From an optimization exercise on the open Yosys and OpenROAD flow, aimed at small area; shortcuts taken in it are not production practice.
The RTL was checked by simulation tests, not by an equivalence proof against the original design.
Power figures rest on the tool's default switching activity, not on a simulated workload.

### config.mk
export PLATFORM = sky130hd
export DESIGN_NAME = game_top
export DESIGN_NICKNAME = game_top
export VERILOG_FILES = /design/flow/design.v
export SDC_FILE = /design/flow/constraint.sdc
export NUM_CORES = 4
export LEC_CHECK = 0
export CAP_MARGIN = 20
export CORE_MARGIN = 2
export CORE_UTILIZATION = 40
export SLEW_MARGIN = 20
### constraint.sdc
create_clock -name core_clock -period 6.0 [get_ports {clk25M}]
set_input_delay 1.2000 -clock core_clock [delete_from_list [all_inputs] [get_ports {clk25M}]]
set_output_delay 1.2000 -clock core_clock [all_outputs]
set_load 0.01 [all_outputs]
### design.v
`timescale 1ns/1ps
package game_pkg;
    typedef logic [9:0]  coord_t;
    typedef logic [11:0] color_t;
    typedef logic [3:0]  speed_t;
    typedef logic [3:0]  inv_idx_t;
    typedef enum logic [2:0] {
        IDLE,
        CHECK,
        MOVE,
        COLLIDE,
        SHOOT
    } phase_t;
    localparam int N_INV     = 16;
    localparam int FIELD_W   = 640;
    localparam int FIELD_H   = 480;
    localparam int INV_SIZE  = 16;
    localparam int INV_X0    = 32;
    localparam int INV_Y0    = 32;
    localparam int INV_DX    = 32;
    localparam int INV_DY    = 48;
    localparam int DROP_STEP = 8;
    localparam int INV_FLOOR = 400;
    localparam int CANNON_V    = 440;
    localparam int CANNON_W    = 16;
    localparam int CANNON_H    = 8;
    localparam int CANNON_X0   = 312;
    localparam int CANNON_STEP = 2;
    localparam int CANNON_MAX  = 624;
    localparam int LASER_LEN   = 8;
    localparam int LASER_STEP  = 4;
    localparam logic [47:0] ROW_COLOR = {12'hf80, 12'h0f0, 12'h0ff, 12'hf0f};
    localparam color_t CANNON_COLOR  = 12'hff0;
    localparam color_t LASER_COLOR   = 12'hfff;
    localparam color_t BG_COLOR      = 12'h000;
    localparam int PIXEL_LATENCY = 2;
endpackage
`timescale 1ns/1ps
module frame_sequencer (
    input  logic                clk25M,
    input  logic                reset,
    input  logic                frame_tick,
    output game_pkg::phase_t    phase,
    output game_pkg::inv_idx_t  index,
    output logic                busy
);
    logic last;
    assign last = (index == game_pkg::inv_idx_t'(game_pkg::N_INV - 1));
    assign busy = (phase != game_pkg::IDLE);
    always_ff @(posedge clk25M) begin
        if (reset) begin
            phase <= game_pkg::IDLE;
            index <= '0;
        end else begin
            case (phase)
                game_pkg::IDLE: begin
                    if (frame_tick) begin
                        phase <= game_pkg::CHECK;
                    end
                end
                game_pkg::CHECK: begin
                    index <= last ? '0 : index + 1'b1;
                    if (last) begin
                        phase <= game_pkg::MOVE;
                    end
                end
                game_pkg::MOVE: begin
                    index <= last ? '0 : index + 1'b1;
                    if (last) begin
                        phase <= game_pkg::COLLIDE;
                    end
                end
                game_pkg::COLLIDE: begin
                    index <= last ? '0 : index + 1'b1;
                    if (last) begin
                        phase <= game_pkg::SHOOT;
                    end
                end
                default: begin
                    phase <= game_pkg::IDLE;
                end
            endcase
        end
    end
endmodule
`timescale 1ns/1ps
module invader_formation (
    input  logic                      clk25M,
    input  logic                      reset,
    input  game_pkg::phase_t          phase,
    input  game_pkg::inv_idx_t        index,
    input  game_pkg::speed_t          speed,
    input  logic                      laser_active,
    input  game_pkg::coord_t          laser_h,
    input  game_pkg::coord_t          laser_v,
    output logic                      laser_hit,
    output logic [game_pkg::N_INV-1:0] alive,
    output logic [game_pkg::N_INV-1:0][9:0] inv_h,
    output logic [game_pkg::N_INV-1:0][9:0] inv_v
);
    game_pkg::coord_t cur_h;
    game_pkg::coord_t cur_v;
    logic [10:0]      right_edge;
    logic             wall_hit;
    logic             overlap;
    logic             dir_right;
    logic             wall_flag;
    logic             floor_flag;
    assign cur_h = inv_h[index];
    assign cur_v = inv_v[index];
    assign right_edge = 11'(cur_h) + 11'(game_pkg::INV_SIZE) + 11'(speed);
    assign wall_hit   = dir_right ? (right_edge > 11'(game_pkg::FIELD_W))
                                  : (cur_h < game_pkg::coord_t'(speed));
    assign overlap = (laser_h >= cur_h)
                  && (11'(laser_h) < 11'(cur_h) + 11'(game_pkg::INV_SIZE))
                  && (11'(laser_v) < 11'(cur_v) + 11'(game_pkg::INV_SIZE))
                  && (11'(cur_v) < 11'(laser_v) + 11'(game_pkg::LASER_LEN));
    assign laser_hit = (phase == game_pkg::COLLIDE) && alive[index]
                    && laser_active && overlap;
    always_ff @(posedge clk25M) begin
        if (reset) begin
            for (int i = 0; i < game_pkg::N_INV; i++) begin
                inv_h[i] <= game_pkg::coord_t'(game_pkg::INV_X0 + (i % 4) * game_pkg::INV_DX);
                inv_v[i] <= game_pkg::coord_t'(game_pkg::INV_Y0 + (i / 4) * game_pkg::INV_DY);
            end
            alive      <= '1;
            dir_right  <= 1'b1;
            wall_flag  <= 1'b0;
            floor_flag <= 1'b0;
        end else begin
            case (phase)
                game_pkg::IDLE: begin
                    wall_flag  <= 1'b0;
                    floor_flag <= 1'b0;
                end
                game_pkg::CHECK: begin
                    if (alive[index]) begin
                        if (wall_hit) begin
                            wall_flag <= 1'b1;
                        end
                        if (cur_v >= game_pkg::coord_t'(game_pkg::INV_FLOOR)) begin
                            floor_flag <= 1'b1;
                        end
                    end
                end
                game_pkg::MOVE: begin
                    if (alive[index]) begin
                        if (wall_flag) begin
                            if (!floor_flag) begin
                                inv_v[index] <= cur_v + game_pkg::coord_t'(game_pkg::DROP_STEP);
                            end
                        end else if (dir_right) begin
                            inv_h[index] <= cur_h + game_pkg::coord_t'(speed);
                        end else begin
                            inv_h[index] <= cur_h - game_pkg::coord_t'(speed);
                        end
                    end
                    if (wall_flag && index == game_pkg::inv_idx_t'(game_pkg::N_INV - 1)) begin
                        dir_right <= !dir_right;
                    end
                end
                game_pkg::COLLIDE: begin
                    if (laser_hit) begin
                        alive[index] <= 1'b0;
                    end
                end
                default: begin
                end
            endcase
        end
    end
endmodule
`timescale 1ns/1ps
module cannon_laser (
    input  logic              clk25M,
    input  logic              reset,
    input  logic              btn_left,
    input  logic              btn_right,
    input  logic              btn_fire,
    input  game_pkg::phase_t  phase,
    input  logic              laser_hit,
    output logic              laser_active,
    output game_pkg::coord_t  laser_h,
    output game_pkg::coord_t  laser_v,
    output game_pkg::coord_t  cannon_h
);
    logic shoot;
    assign shoot = (phase == game_pkg::SHOOT);
    always_ff @(posedge clk25M) begin
        if (reset) begin
            cannon_h <= game_pkg::coord_t'(game_pkg::CANNON_X0);
        end else if (shoot) begin
            if (btn_left && cannon_h >= game_pkg::coord_t'(game_pkg::CANNON_STEP)) begin
                cannon_h <= cannon_h - game_pkg::coord_t'(game_pkg::CANNON_STEP);
            end else if (btn_right && cannon_h < game_pkg::coord_t'(game_pkg::CANNON_MAX)) begin
                cannon_h <= cannon_h + game_pkg::coord_t'(game_pkg::CANNON_STEP);
            end
        end
    end
    always_ff @(posedge clk25M) begin
        if (reset) begin
            laser_active <= 1'b0;
        end else if (laser_hit) begin
            laser_active <= 1'b0;
        end else if (shoot) begin
            if (laser_active) begin
                if (laser_v < game_pkg::coord_t'(game_pkg::LASER_STEP)) begin
                    laser_active <= 1'b0;
                end
            end else if (btn_fire) begin
                laser_active <= 1'b1;
            end
        end
    end
    always_ff @(posedge clk25M) begin
        if (shoot) begin
            if (laser_active) begin
                laser_v <= laser_v - game_pkg::coord_t'(game_pkg::LASER_STEP);
            end else if (btn_fire) begin
                laser_v <= game_pkg::coord_t'(game_pkg::CANNON_V - game_pkg::LASER_LEN);
                laser_h <= cannon_h + game_pkg::coord_t'(game_pkg::CANNON_W / 2);
            end
        end
    end
endmodule
`timescale 1ns/1ps
module pixel_renderer (
    input  logic                       clk25M,
    input  logic                       reset,
    input  logic                       scan_en,
    input  game_pkg::coord_t           scan_h,
    input  game_pkg::coord_t           scan_v,
    input  logic [game_pkg::N_INV-1:0] alive,
    input  logic [game_pkg::N_INV-1:0][9:0] inv_h,
    input  logic [game_pkg::N_INV-1:0][9:0] inv_v,
    input  game_pkg::coord_t           cannon_h,
    input  logic                       laser_active,
    input  game_pkg::coord_t           laser_h,
    input  game_pkg::coord_t           laser_v,
    output logic                       pixel_en,
    output game_pkg::color_t           pixel_color
);
    logic [game_pkg::N_INV-1:0]       inv_hit;
    game_pkg::inv_idx_t               inv_sel;
    logic                             laser_hit;
    logic                             cannon_hit;
    logic                             laser_q;
    logic                             cannon_q;
    logic                             inv_q;
    logic [1:0]                       row_q;
    logic [game_pkg::PIXEL_LATENCY-1:0] en_pipe;
    always_comb begin
        for (int i = 0; i < game_pkg::N_INV; i++) begin
            inv_hit[i] = alive[i]
                      && (scan_h >= inv_h[i])
                      && (11'(scan_h) < 11'(inv_h[i]) + 11'(game_pkg::INV_SIZE))
                      && (scan_v >= inv_v[i])
                      && (11'(scan_v) < 11'(inv_v[i]) + 11'(game_pkg::INV_SIZE));
        end
    end
    always_comb begin
        inv_sel = '0;
        for (int i = game_pkg::N_INV - 1; i >= 0; i--) begin
            if (inv_hit[i]) begin
                inv_sel = game_pkg::inv_idx_t'(i);
            end
        end
    end
    assign laser_hit = laser_active && (scan_h == laser_h)
                    && (scan_v >= laser_v)
                    && (11'(scan_v) < 11'(laser_v) + 11'(game_pkg::LASER_LEN));
    assign cannon_hit = (scan_h >= cannon_h)
                     && (11'(scan_h) < 11'(cannon_h) + 11'(game_pkg::CANNON_W))
                     && (scan_v >= game_pkg::coord_t'(game_pkg::CANNON_V))
                     && (scan_v < game_pkg::coord_t'(game_pkg::CANNON_V + game_pkg::CANNON_H));
    always_ff @(posedge clk25M) begin
        laser_q  <= laser_hit;
        cannon_q <= cannon_hit;
        inv_q    <= |inv_hit;
        row_q    <= inv_sel[3:2];
    end
    always_ff @(posedge clk25M) begin
        if (laser_q) begin
            pixel_color <= game_pkg::LASER_COLOR;
        end else if (cannon_q) begin
            pixel_color <= game_pkg::CANNON_COLOR;
        end else if (inv_q) begin
            pixel_color <= game_pkg::ROW_COLOR[row_q*12 +: 12];
        end else begin
            pixel_color <= game_pkg::BG_COLOR;
        end
    end
    always_ff @(posedge clk25M) begin
        if (reset) begin
            en_pipe <= '0;
        end else begin
            en_pipe <= {en_pipe[game_pkg::PIXEL_LATENCY-2:0], scan_en};
        end
    end
    assign pixel_en = en_pipe[game_pkg::PIXEL_LATENCY-1];
endmodule
`timescale 1ns/1ps
module game_top (
    input  logic              clk25M,
    input  logic              reset,
    input  logic              frame_tick,
    input  logic              btn_left,
    input  logic              btn_right,
    input  logic              btn_fire,
    input  logic [3:0]        speed,
    input  logic              scan_en,
    input  logic [9:0]        scan_h,
    input  logic [9:0]        scan_v,
    output logic              busy,
    output logic              pixel_en,
    output logic [11:0]       pixel_color
);
    game_pkg::phase_t           phase;
    game_pkg::inv_idx_t         index;
    logic [game_pkg::N_INV-1:0] alive;
    logic [game_pkg::N_INV-1:0][9:0] inv_h;
    logic [game_pkg::N_INV-1:0][9:0] inv_v;
    game_pkg::coord_t           cannon_h;
    logic                       laser_active;
    game_pkg::coord_t           laser_h;
    game_pkg::coord_t           laser_v;
    logic                       laser_hit;
    frame_sequencer u_seq (
        .clk25M     (clk25M),
        .reset      (reset),
        .frame_tick (frame_tick),
        .phase      (phase),
        .index      (index),
        .busy       (busy)
    );
    invader_formation u_formation (
        .clk25M (clk25M),
        .reset  (reset),
        .phase  (phase),
        .index  (index),
        .speed  (speed),
        .laser_active (laser_active),
        .laser_h      (laser_h),
        .laser_v      (laser_v),
        .laser_hit    (laser_hit),
        .alive  (alive),
        .inv_h  (inv_h),
        .inv_v  (inv_v)
    );
    cannon_laser u_cannon (
        .clk25M    (clk25M),
        .reset     (reset),
        .btn_left  (btn_left),
        .btn_right (btn_right),
        .btn_fire  (btn_fire),
        .phase     (phase),
        .laser_hit    (laser_hit),
        .laser_active (laser_active),
        .laser_h      (laser_h),
        .laser_v      (laser_v),
        .cannon_h  (cannon_h)
    );
    pixel_renderer u_render (
        .clk25M      (clk25M),
        .reset       (reset),
        .scan_en     (scan_en),
        .scan_h      (scan_h),
        .scan_v      (scan_v),
        .alive       (alive),
        .inv_h       (inv_h),
        .inv_v       (inv_v),
        .cannon_h    (cannon_h),
        .laser_active (laser_active),
        .laser_h      (laser_h),
        .laser_v      (laser_v),
        .pixel_en    (pixel_en),
        .pixel_color (pixel_color)
    );
endmodule
### run.sh
#!/bin/bash
# synth_recipe.tcl (not shown) runs the flow's synth.tcl, then flattens the netlist and writes it again
# the make line also repeats each setting of config.mk as NAME=value (left out here)
make -C /OpenROAD-flow-scripts/flow DESIGN_CONFIG=/design/flow/config.mk WORK_HOME=/design/flow/orfs CLKGATE_MAP_FILE= SYNTH_SCRIPT=/design/flow/synth_recipe.tcl finish
==> impl_metrics.toml <==
[timing]
tightest_slew_ns = 1.08
drv_slew = 0
finalHoldViolations = 0
fin_crit_sh_pct = 89.9
timing.setup.tns_ns = 0
period_needed_ns = 5.39
rsz0062_at_grt = "false"
setup_viol = 0
fin_skew_ns = 0.0357
slew_headroom_pct = 27.1
fin_ws_ns = 0.606
fmaxAchievable_ghz = 0.185

[floorplanning]
rows = 112
core_um2 = 93000
start_util_pct = 40.2
die_y_um = 310
ios = 45
die_x_um = 310
fp.dieArea_um2 = 96100

[synth]
synthArstFlopShare_pct = 0
syn-num-nets = 5204
synth-seq-cells = 384
syn_area_um2 = 37400
synth-edff-count = 17
synth_cells = 4528
synth_flop_cell = "dfxtp_1"
synthDistinctLibCells = 92
synth_warnings = 4
postSynthAreaPerCell_um2 = 8.27
synth_seq_area_share_pct = 21.0

[clock_tree]
root_buffer = "clkbuf_16"
postCtsSetupBuffers = 0
cts_max_level = 2
cts_tree = "yes"
cts_resized = 0
cts_hold_buffers = 0
path_clk_slew_ns = 0.06
clk_latency_ns = 0.63
cts_made_buffers = 45
clk_path_buf_depth = 3
clkSinkCount = 384

[final_layout]
fillerInstances = 9438
finalNonFillerCells = 5928
final_layout_size_suffix_gt1_share_pct = 9.06
syn_to_final_growth_pct = 11.1
nets = 5313
fin_area_um2 = 41600

[detailed_routing]
met3_wirelength_um = 19800
wl_met1_um = 75200
drt_wl_total_um = 183000
dr_wl_met2_um = 74900
drc = 0
highest_layer = "met5"
drtIter0Drc = 5480
routedWlPerCell_um = 30.9
drtPass1Iterations = 8
vias_per_cell = 6.54
ant_nets = 0
num_vias = 38800

[global_routing]
grt.overflow.total = 0
grt_max_degree = 91
grt_util_all_layers_pct = 37.4
grt_pass1_vias = 36000
grt_pass1_wl_um = 260000
antenna_found_initial = 13

[worst_setup_path]
rr_endpoint = "u_formation.inv_v[12]$_SDFFE_PP0P_"
rrSetupSlack_ns = 0.61
critPathLaunchType = "flop"
critPathArrivalTime_ns = 5.84
cp-end-kind = "flop"
required_ns = 6.45
r2r_cells = 14
r2r-start = "u_seq.index[1]$_SDFFE_PP0P_"
crit_type = "flop to flop"
cp_max_fo = 31

[power]
peakVddDrop_uv = 184
p_per_area_nw_per_um2 = 174
p_leak_nw = 15.5

[worst_hold_path]
min_path_cells = 1
hold_class = "flop to flop"
hold_end = "u_render.en_pipe[1]$_SDFF_PP0_"
hp-start = "u_render.en_pipe[0]$_SDFF_PP0_"

[status]
outcome = "finished clean"

[placed_design]
post-place-ws_ns = 0.774
dpl_cell_area_um2 = 40100
dp_hpwl_um = 145000
io_buffers = 44
dp.cells = 5844
place_congestion = 1.05

[job]
cap_violations = 0
## flip-flops by register name, summed over array words and instances (netlist names), 2 cells and up
| signal | count |
|---|---|
| u_cannon.laser_h | 9 |
| u_cannon.laser_v | 8 |
| u_seq.index | 4 |
| u_render.en_pipe | 2 |
| u_render.pixel_color | 4 |
| u_formation.alive | 16 |
| u_cannon.cannon_h | 9 |
| u_formation.inv_v | 160 |
| u_seq.phase | 3 |
| u_render.row_q | 2 |
| u_formation.inv_h | 160 |
## area by class of cell
type | count | area, um2 | area share (%)
clock inverters | 16 | 199 | 0.478
repair buffers | 236 | 1840 | 4.42
flip-flops and latches | 384 | 7870 | 18.9
well taps | 1254 | 1570 | 3.77
multi-input cells | 3548 | 27200 | 65.4
diodes | 3 | 7.51 | 0.0180
inverters | 422 | 1590 | 3.81
clock buffers | 65 | 1310 | 3.15
## report_power, final
| part | switching [mW] | internal, mW |
|---|---|---|
| Clock | 1.28 | 1.66 |
| Combinational | 1.18 | 0.526 |
| Sequential | 0.0260 | 2.58 |
| Total | 2.49 | 4.77 |
## worst max-delay path by stage
stage	start	endpoint	slack [ns]	cells past startpoint
floorplan	u_seq.index[0]$_SDFFE_PP0P_	u_formation.inv_h[45]$_SDFFE_PP1P_	0.27	20
global placement	u_seq.index[1]$_SDFFE_PP0P_	u_formation.inv_v[28]$_SDFFE_PP0P_	0.77	14
detailed placement	u_seq.index[0]$_SDFFE_PP0P_	u_formation.inv_h[156]$_SDFFE_PP0P_	0.77	14
CTS	u_seq.index[0]$_SDFFE_PP0P_	u_formation.inv_h[156]$_SDFFE_PP0P_	0.75	14
global route	u_seq.index[0]$_SDFFE_PP0P_	u_formation.inv_h[116]$_SDFFE_PP0P_	0.48	14
finish	u_seq.index[1]$_SDFFE_PP0P_	u_formation.inv_v[12]$_SDFFE_PP0P_	0.61	14
## per-stage QoR
step	power, mW	util, %	hold WS [ns]
after floorplan	3.52	-	0.411
after global placement	4.28	43.1	0.419
after detailed placement	4.28	43.1	0.429
after CTS	7.15	44.7	0.445
after global routing	7.40	44.7	0.464
final	7.25	44.7	0.437
## Yosys cell counts (64+ instances only)
cell / count / area, um2
ha_1: 642 / 8030
inv_1: 419 / 1570
nand2_1: 370 / 1390
dfxtp_1: 367 / 7350
o21ai_0: 290 / 1450
nor2_1: 265 / 995
nand3_1: 236 / 1180
a21oi_1: 228 / 1140
xnor2_1: 175 / 1530
clkbuf_1: 119 / 447
o21a_1: 96 / 721
mux4_2: 88 / 1980
nor3_1: 88 / 440
o32ai_1: 70 / 613
nand4_1: 64 / 400
## cell usage in the layout, fill, tap and decap left out, types with 16 or more instances in the layout
| cell type | synthesis | routed |
|---|---|---|
| a22oi_1 | 40 | 40 |
| or3_1 | 28 | 28 |
| o32ai_1 | 70 | 70 |
| o211ai_1 | 39 | 39 |
| buf_4 | 20 | 191 |
| a21o_1 | 48 | 48 |
| a211oi_1 | 39 | 39 |
| o21a_1 | 96 | 96 |
| and3_1 | 22 | 22 |
| nand2_1 | 370 | 370 |
| a31oi_1 | 63 | 63 |
| a2111oi_0 | 18 | 18 |
| o2111ai_1 | 17 | 17 |
| nor3_1 | 88 | 87 |
| mux4_2 | 88 | 88 |
| nor2b_1 | 59 | 59 |
| xnor2_1 | 175 | 175 |
| o22a_1 | 17 | 17 |
| nor2_1 | 265 | 264 |
| o22ai_1 | 32 | 32 |
| mux2_2 | 16 | 16 |
| inv_1 | 419 | 418 |
| o221ai_1 | 17 | 17 |
| a21oi_1 | 228 | 227 |
| mux2i_1 | 34 | 34 |
| nand3_1 | 236 | 236 |
| nand4_1 | 64 | 64 |
| ha_1 | 642 | 642 |
| or4_1 | 20 | 20 |
| clkdlybuf4s50_1 | 0 | 31 |
| edfxtp_1 | 17 | 17 |
| o21ai_0 | 290 | 287 |
| and2_1 | 35 | 35 |
| nand2b_1 | 43 | 43 |
| clkbuf_16 | 0 | 46 |
| a221oi_1 | 47 | 47 |
| dfxtp_1 | 367 | 364 |
| nor4_1 | 36 | 35 |
| o31ai_1 | 44 | 44 |
## critical path, cell delays in order (launching register included)
cell and delay [ns]:
dfxtp_4 0.67, ha_1 0.33, ha_1 0.23, fa_1 0.56, buf_4 0.21, or2_2 0.30, a21oi_1 0.30, a21o_1 0.44
buf_4 0.27, nor2_1 0.13, a21oi_1 0.67, o32ai_1 0.20, a31oi_1 0.53, buf_4 0.30, o31ai_1 0.09
## per-layer routing
layer / vias to the layer above / GRT usage [%]
met2: 2424 / 54.7
met1: 18700 / 50.1
li1: 17100 / -
met3: 516 / 8.23
met5: - / 0
met4: 12 / 22.9
## cell families (layout without fill, tap and decap cells)
| logic type | Yosys count | in the layout | share of synthesized area, % |
|---|---|---|---|
| AOI/OAI and AO/OA | 1267 | 1267 | 23.0 |
| xor gates and xnor gates | 191 | 191 | 4.49 |
| adders and majority gates | 645 | 645 | 21.6 |
| buffers and inverters | 596 | 739 | 6.40 |
| DFF | 384 | 384 | 21.0 |
| muxes | 142 | 142 | 6.83 |
| other | 0 | 3 | 0 |
| and+or+nand+nor | 1303 | 1303 | 16.7 |

[separate check: timing with driven ports]
How much do the figures lean on ideal ports? The routed layout below was timed once more, with nothing changed but the port constraints.
Step 1 sets driving cells, clkbuf_16 on the clock port and buf_2 on the other inputs (assumed; they add their load-dependent delay and slew).
Step 2 times the ports against the registers' clock, not the clock port: input delays grow and output delays shrink by t, the midpoint of the rising clock arrivals with the driver on.
a / b / c = no drivers / after step 1 / after step 2; a / b = the first two.
t, ns: 0.672
slack for setup (ns): 0.606 / 0.606 / 0.606
hold WS [ns]: 0.437 / 0.437 / 0.437
worst slew at a driven data input, ns: 0.07
pins driven straight from the clock port: 1
After both steps this run still meets setup and hold. For this run, drivers alone change the setup slack by 0.000 ns; drivers and shift together by 0.000 ns.
